This is an optimization exercise on Yosys and OpenROAD, whose aim is small area, not a production implementation.
RTL that was checked went through simulation tests only; none was proved equivalent to the original.

## run a
## tnr_blend_top
module tnr_blend_top (
    input  logic        clk,
    input  logic        reset,
    input  logic        in_valid,
    input  logic [11:0] cur,
    input  logic [11:0] prev,
    input  logic [8:0]  blend_th0,
    input  logic [8:0]  blend_th1,
    output logic        out_valid,
    output logic [11:0] out_pixel
);
    logic [11:0] f_base;
    logic [9:0]  f_tm;
    logic [8:0]  f_r;
    logic [8:0]  f_dv;
    tnr_front i_front (
        .cur       (cur),
        .prev      (prev),
        .blend_th0 (blend_th0),
        .blend_th1 (blend_th1),
        .base      (f_base),
        .tm        (f_tm),
        .r         (f_r),
        .dv        (f_dv)
    );
    logic        c0_v;
    logic [11:0] c0_base;
    logic [9:0]  c0_tm;
    logic [8:0]  c0_r;
    logic [8:0]  c0_dv;
    always_ff @(posedge clk) begin
        if (reset) c0_v <= 1'b0;
        else       c0_v <= in_valid;
    end
    always_ff @(posedge clk) begin
        c0_base <= f_base;
        c0_tm   <= f_tm;
        c0_r    <= f_r;
        c0_dv   <= f_dv;
    end
    logic [8:0] r1;
    logic       qb1;
    tnr_step i_step1 (.r(c0_r), .dv(c0_dv), .rn(r1), .q(qb1));
    logic [8:0] r2;
    logic       qb2;
    tnr_step i_step2 (.r(r1), .dv(c0_dv), .rn(r2), .q(qb2));
    logic [8:0] r3;
    logic       qb3;
    tnr_step i_step3 (.r(r2), .dv(c0_dv), .rn(r3), .q(qb3));
    logic        c3_v;
    logic [11:0] c3_base;
    logic [9:0]  c3_tm;
    logic [8:0]  c3_r;
    logic [8:0]  c3_dv;
    logic [2:0]  c3_q;
    always_ff @(posedge clk) begin
        if (reset) c3_v <= 1'b0;
        else       c3_v <= c0_v;
    end
    always_ff @(posedge clk) begin
        c3_base <= c0_base;
        c3_tm   <= c0_tm;
        c3_r    <= r3;
        c3_dv   <= c0_dv;
        c3_q    <= {qb1, qb2, qb3};
    end
    logic [8:0] r4;
    logic       qb4;
  ...
For scale: about 1,100 cells after synthesis, about 58 I/O pins, about 11,000 sq um of cells after synthesis.
==> module tnr_blend_top, before the edit <==
module tnr_blend_top (
    input  logic        clk,
    input  logic        reset,
    input  logic        in_valid,
    input  logic [11:0] cur,
    input  logic [11:0] prev,
    input  logic [8:0]  blend_th0,
    input  logic [8:0]  blend_th1,
    output logic        out_valid,
    output logic [11:0] out_pixel
);
    logic [11:0] f_base;
    logic [9:0]  f_tm;
    logic [8:0]  f_r;
    logic [8:0]  f_dv;
    tnr_front i_front (
        .cur       (cur),
        .prev      (prev),
        .blend_th0 (blend_th0),
        .blend_th1 (blend_th1),
        .base      (f_base),
        .tm        (f_tm),
        .r         (f_r),
        .dv        (f_dv)
    );
    logic        c0_v;
    logic [11:0] c0_base;
    logic [9:0]  c0_tm;
    logic [8:0]  c0_r;
    logic [8:0]  c0_dv;
    always_ff @(posedge clk) begin
        if (reset) c0_v <= 1'b0;
        else       c0_v <= in_valid;
    end
    always_ff @(posedge clk) begin
        c0_base <= f_base;
        c0_tm   <= f_tm;
        c0_r    <= f_r;
        c0_dv   <= f_dv;
    end
    logic [8:0] r1;
    logic       qb1;
    tnr_step i_step1 (.r(c0_r), .dv(c0_dv), .rn(r1), .q(qb1));
    logic [8:0] r2;
    logic       qb2;
    tnr_step i_step2 (.r(r1), .dv(c0_dv), .rn(r2), .q(qb2));
    logic [8:0] r3;
    logic       qb3;
    tnr_step i_step3 (.r(r2), .dv(c0_dv), .rn(r3), .q(qb3));
    logic        c3_v;
    logic [11:0] c3_base;
    logic [9:0]  c3_tm;
    logic [8:0]  c3_r;
    logic [8:0]  c3_dv;
    logic [2:0]  c3_q;
    always_ff @(posedge clk) begin
        if (reset) c3_v <= 1'b0;
        else       c3_v <= c0_v;
    end
    always_ff @(posedge clk) begin
        c3_base <= c0_base;
        c3_tm   <= c0_tm;
        c3_r    <= r3;
        c3_dv   <= c0_dv;
        c3_q    <= {qb1, qb2, qb3};
    end
    logic [8:0] r4;
    logic       qb4;
    tnr_step i_step4 (.r(c3_r), .dv(c3_dv), .rn(r4), .q(qb4));
    logic [8:0] r5;
    logic       qb5;
    tnr_step i_step5 (.r(r4), .dv(c3_dv), .rn(r5), .q(qb5));
    logic [8:0] r6;
    logic       qb6;
    tnr_step i_step6 (.r(r5), .dv(c3_dv), .rn(r6), .q(qb6));
    logic        c6_v;
    logic [11:0] c6_base;
    logic [9:0]  c6_tm;
    logic [8:0]  c6_r;
    logic [8:0]  c6_dv;
    logic [5:0]  c6_q;
    always_ff @(posedge clk) begin
        if (reset) c6_v <= 1'b0;
        else       c6_v <= c3_v;
    end
    always_ff @(posedge clk) begin
        c6_base <= c3_base;
        c6_tm   <= c3_tm;
        c6_r    <= r6;
        c6_dv   <= c3_dv;
        c6_q    <= {c3_q[2], c3_q[1], c3_q[0], qb4, qb5, qb6};
    end
    logic [8:0] r7;
    logic       qb7;
    tnr_step i_step7 (.r(c6_r), .dv(c6_dv), .rn(r7), .q(qb7));
    logic [8:0] r8;
    logic       qb8;
    tnr_qstep i_step8 (.r(r7), .dv(c6_dv), .q(qb8));
    assign r8 = '0;
    logic        c8_v;
    logic [11:0] c8_base;
    logic [9:0]  c8_tm;
    logic [7:0]  c8_q;
    always_ff @(posedge clk) begin
        if (reset) c8_v <= 1'b0;
        else       c8_v <= c6_v;
    end
    always_ff @(posedge clk) begin
        c8_base <= c6_base;
        c8_tm   <= c6_tm;
        c8_q    <= {c6_q[5], c6_q[4], c6_q[3], c6_q[2], c6_q[1], c6_q[0], qb7, qb8};
    end
    logic [11:0] mix;
    tnr_mix i_mix (.q({c8_q[7], c8_q[6], c8_q[5], c8_q[4], c8_q[3], c8_q[2], c8_q[1], c8_q[0]}), .tm(c8_tm), .base(c8_base), .o(mix));
    always_ff @(posedge clk) begin
        if (reset) out_valid <= 1'b0;
        else       out_valid <= c8_v;
    end
    always_ff @(posedge clk) begin
        out_pixel <= mix;
    end
endmodule
export LEC_CHECK = 0
export CAP_MARGIN = 20
export CORE_MARGIN = 2
export CORE_UTILIZATION = 60
export CTS_BUF_LIST = sky130_fd_sc_hd__clkbuf_8
export GPL_TIMING_DRIVEN = 0
export SLEW_MARGIN = 20
export SYNTH_HIERARCHICAL = 1
create_clock -name core_clock -period 5.0 [get_ports {clk}]
standard.sh (not shown) runs the stock make flow with config.mk's settings and CLKGATE_MAP_FILE= SYNTH_SCRIPT=/design/flow/synth_recipe.tcl, a recipe that flattens the netlist after the stock synthesis.
==> flow/flow/run.sh <==
#!/bin/bash
# The standard layout (standard.sh, all steps) with two changes:
# - the buffer placed on every input and output port is the smallest buffer,
#   sky130_fd_sc_hd__buf_1, instead of the default clkdlybuf4s50_1;
# - clock tree synthesis does not add dummy load cells to the clock tree.
# All tool output goes to standard.log in this folder; ORFS keeps its own
# per-step logs under orfs/logs/.
export BUFFER_PORTS_ARGS="-buffer_cell sky130_fd_sc_hd__buf_1"
export CTS_ARGS="-sink_clustering_enable -repair_clock_nets -buf_list sky130_fd_sc_hd__clkbuf_8 -dont_use_dummy_load"
bash standard.sh > standard.log 2>&1
status=$?
tail -n 30 standard.log
exit $status
Run a ended with every stage complete and zero timing, DRC or antenna violations.
Changes in run b relative to run a:
-- flow/design.v --
<<< run a, line 503
    logic       qb5;
    tnr_step i_step5 (.r(r4), .dv(c3_dv), .rn(r5), .q(qb5));
    logic [8:0] r6;
    logic       qb6;
    tnr_step i_step6 (.r(r5), .dv(c3_dv), .rn(r6), .q(qb6));
    logic        c6_v;
    logic [11:0] c6_base;
    logic [9:0]  c6_tm;
    logic [8:0]  c6_r;
    logic [8:0]  c6_dv;
    logic [5:0]  c6_q;
    always_ff @(posedge clk) begin
        if (reset) c6_v <= 1'b0;
        else       c6_v <= c3_v;
    end
    always_ff @(posedge clk) begin
        c6_base <= c3_base;
        c6_tm   <= c3_tm;
        c6_r    <= r6;
        c6_dv   <= c3_dv;
        c6_q    <= {c3_q[2], c3_q[1], c3_q[0], qb4, qb5, qb6};
    end
    logic [8:0] r7;
    logic       qb7;
    tnr_step i_step7 (.r(c6_r), .dv(c6_dv), .rn(r7), .q(qb7));
    logic [8:0] r8;
    logic       qb8;
    tnr_qstep i_step8 (.r(r7), .dv(c6_dv), .q(qb8));
    assign r8 = '0;
    logic        c8_v;
>>> run b, line 503
    logic       qb5;
    tnr_step i_step5 (.r(r4), .dv(c3_dv), .rn(r5), .q(qb5));
    logic        c5_v;
    logic [11:0] c5_base;
    logic [9:0]  c5_tm;
    logic [8:0]  c5_r;
    logic [8:0]  c5_dv;
    logic [4:0]  c5_q;
    always_ff @(posedge clk) begin
        if (reset) c5_v <= 1'b0;
        else       c5_v <= c3_v;
    end
    always_ff @(posedge clk) begin
        c5_base <= c3_base;
        c5_tm   <= c3_tm;
        c5_r    <= r5;
        c5_dv   <= c3_dv;
        c5_q    <= {c3_q[2], c3_q[1], c3_q[0], qb4, qb5};
    end
    logic [8:0] r6;
    logic       qb6;
    tnr_step i_step6 (.r(c5_r), .dv(c5_dv), .rn(r6), .q(qb6));
    logic [8:0] r7;
    logic       qb7;
    tnr_step i_step7 (.r(r6), .dv(c5_dv), .rn(r7), .q(qb7));
    logic [8:0] r8;
    logic       qb8;
    tnr_qstep i_step8 (.r(r7), .dv(c5_dv), .q(qb8));
    assign r8 = '0;
    logic        c8_v;
<<< run a, line 536
    always_ff @(posedge clk) begin
        if (reset) c8_v <= 1'b0;
        else       c8_v <= c6_v;
    end
    always_ff @(posedge clk) begin
        c8_base <= c6_base;
        c8_tm   <= c6_tm;
        c8_q    <= {c6_q[5], c6_q[4], c6_q[3], c6_q[2], c6_q[1], c6_q[0], qb7, qb8};
    end
    logic [11:0] mix;
>>> run b, line 536
    always_ff @(posedge clk) begin
        if (reset) c8_v <= 1'b0;
        else       c8_v <= c5_v;
    end
    always_ff @(posedge clk) begin
        c8_base <= c5_base;
        c8_tm   <= c5_tm;
        c8_q    <= {c5_q[4], c5_q[3], c5_q[2], c5_q[1], c5_q[0], qb6, qb7, qb8};
    end
    logic [11:0] mix;
Findings:
Per the comparison of run b with run a, highest clock rate decreased 0.0028 GHz, combined flip-flop and latch cell area decreased 0.67%.
Compound-gate portion of the synthesized area of run b is on par with run a.
The lower final worst slack of run b and run a is in run b.
Between run b and run a, the difference in die height is negligible.
The initial detailed-routing violation count in run b is 0.828 times that in run a.
The RTL of run b was laid out without a check of its function.

-- port drivers added, routing unchanged --
The flow's constraints put no driver on any port. The routed layouts listed below were extracted and timed again, unchanged, in two steps. Step 1 sets driving cells, clkbuf_16 on the clock port and buf_2 on the other inputs (assumed; they add their load-dependent delay and slew). Step 2 times the ports against the registers' clock, not the clock port: input delays grow and output delays shrink by t, the midpoint of the rising clock arrivals with the driver on. Three values: ideal ports, drivers, drivers and shift; two values: the first two.
run | t (ns) | setup WS [ns] | hold WS [ns] | worst setup path after step 2 | slew at the worst register clock pin (ns)
run a | 0.476 | 0.217 / 0.234 / -0.242 | 0.308 / 0.308 / 0.308 | input to register | 0.12 / 0.12
run b | 0.471 | 0.151 / 0.169 / -0.302 | 0.319 / 0.319 / 0.319 | input to register | 0.12 / 0.12
With both steps, setup timing fails in run a and run b, where it was met with ideal ports. For run a, which loses most, drivers alone change the setup slack by +0.017 ns; drivers and shift together by -0.459 ns.
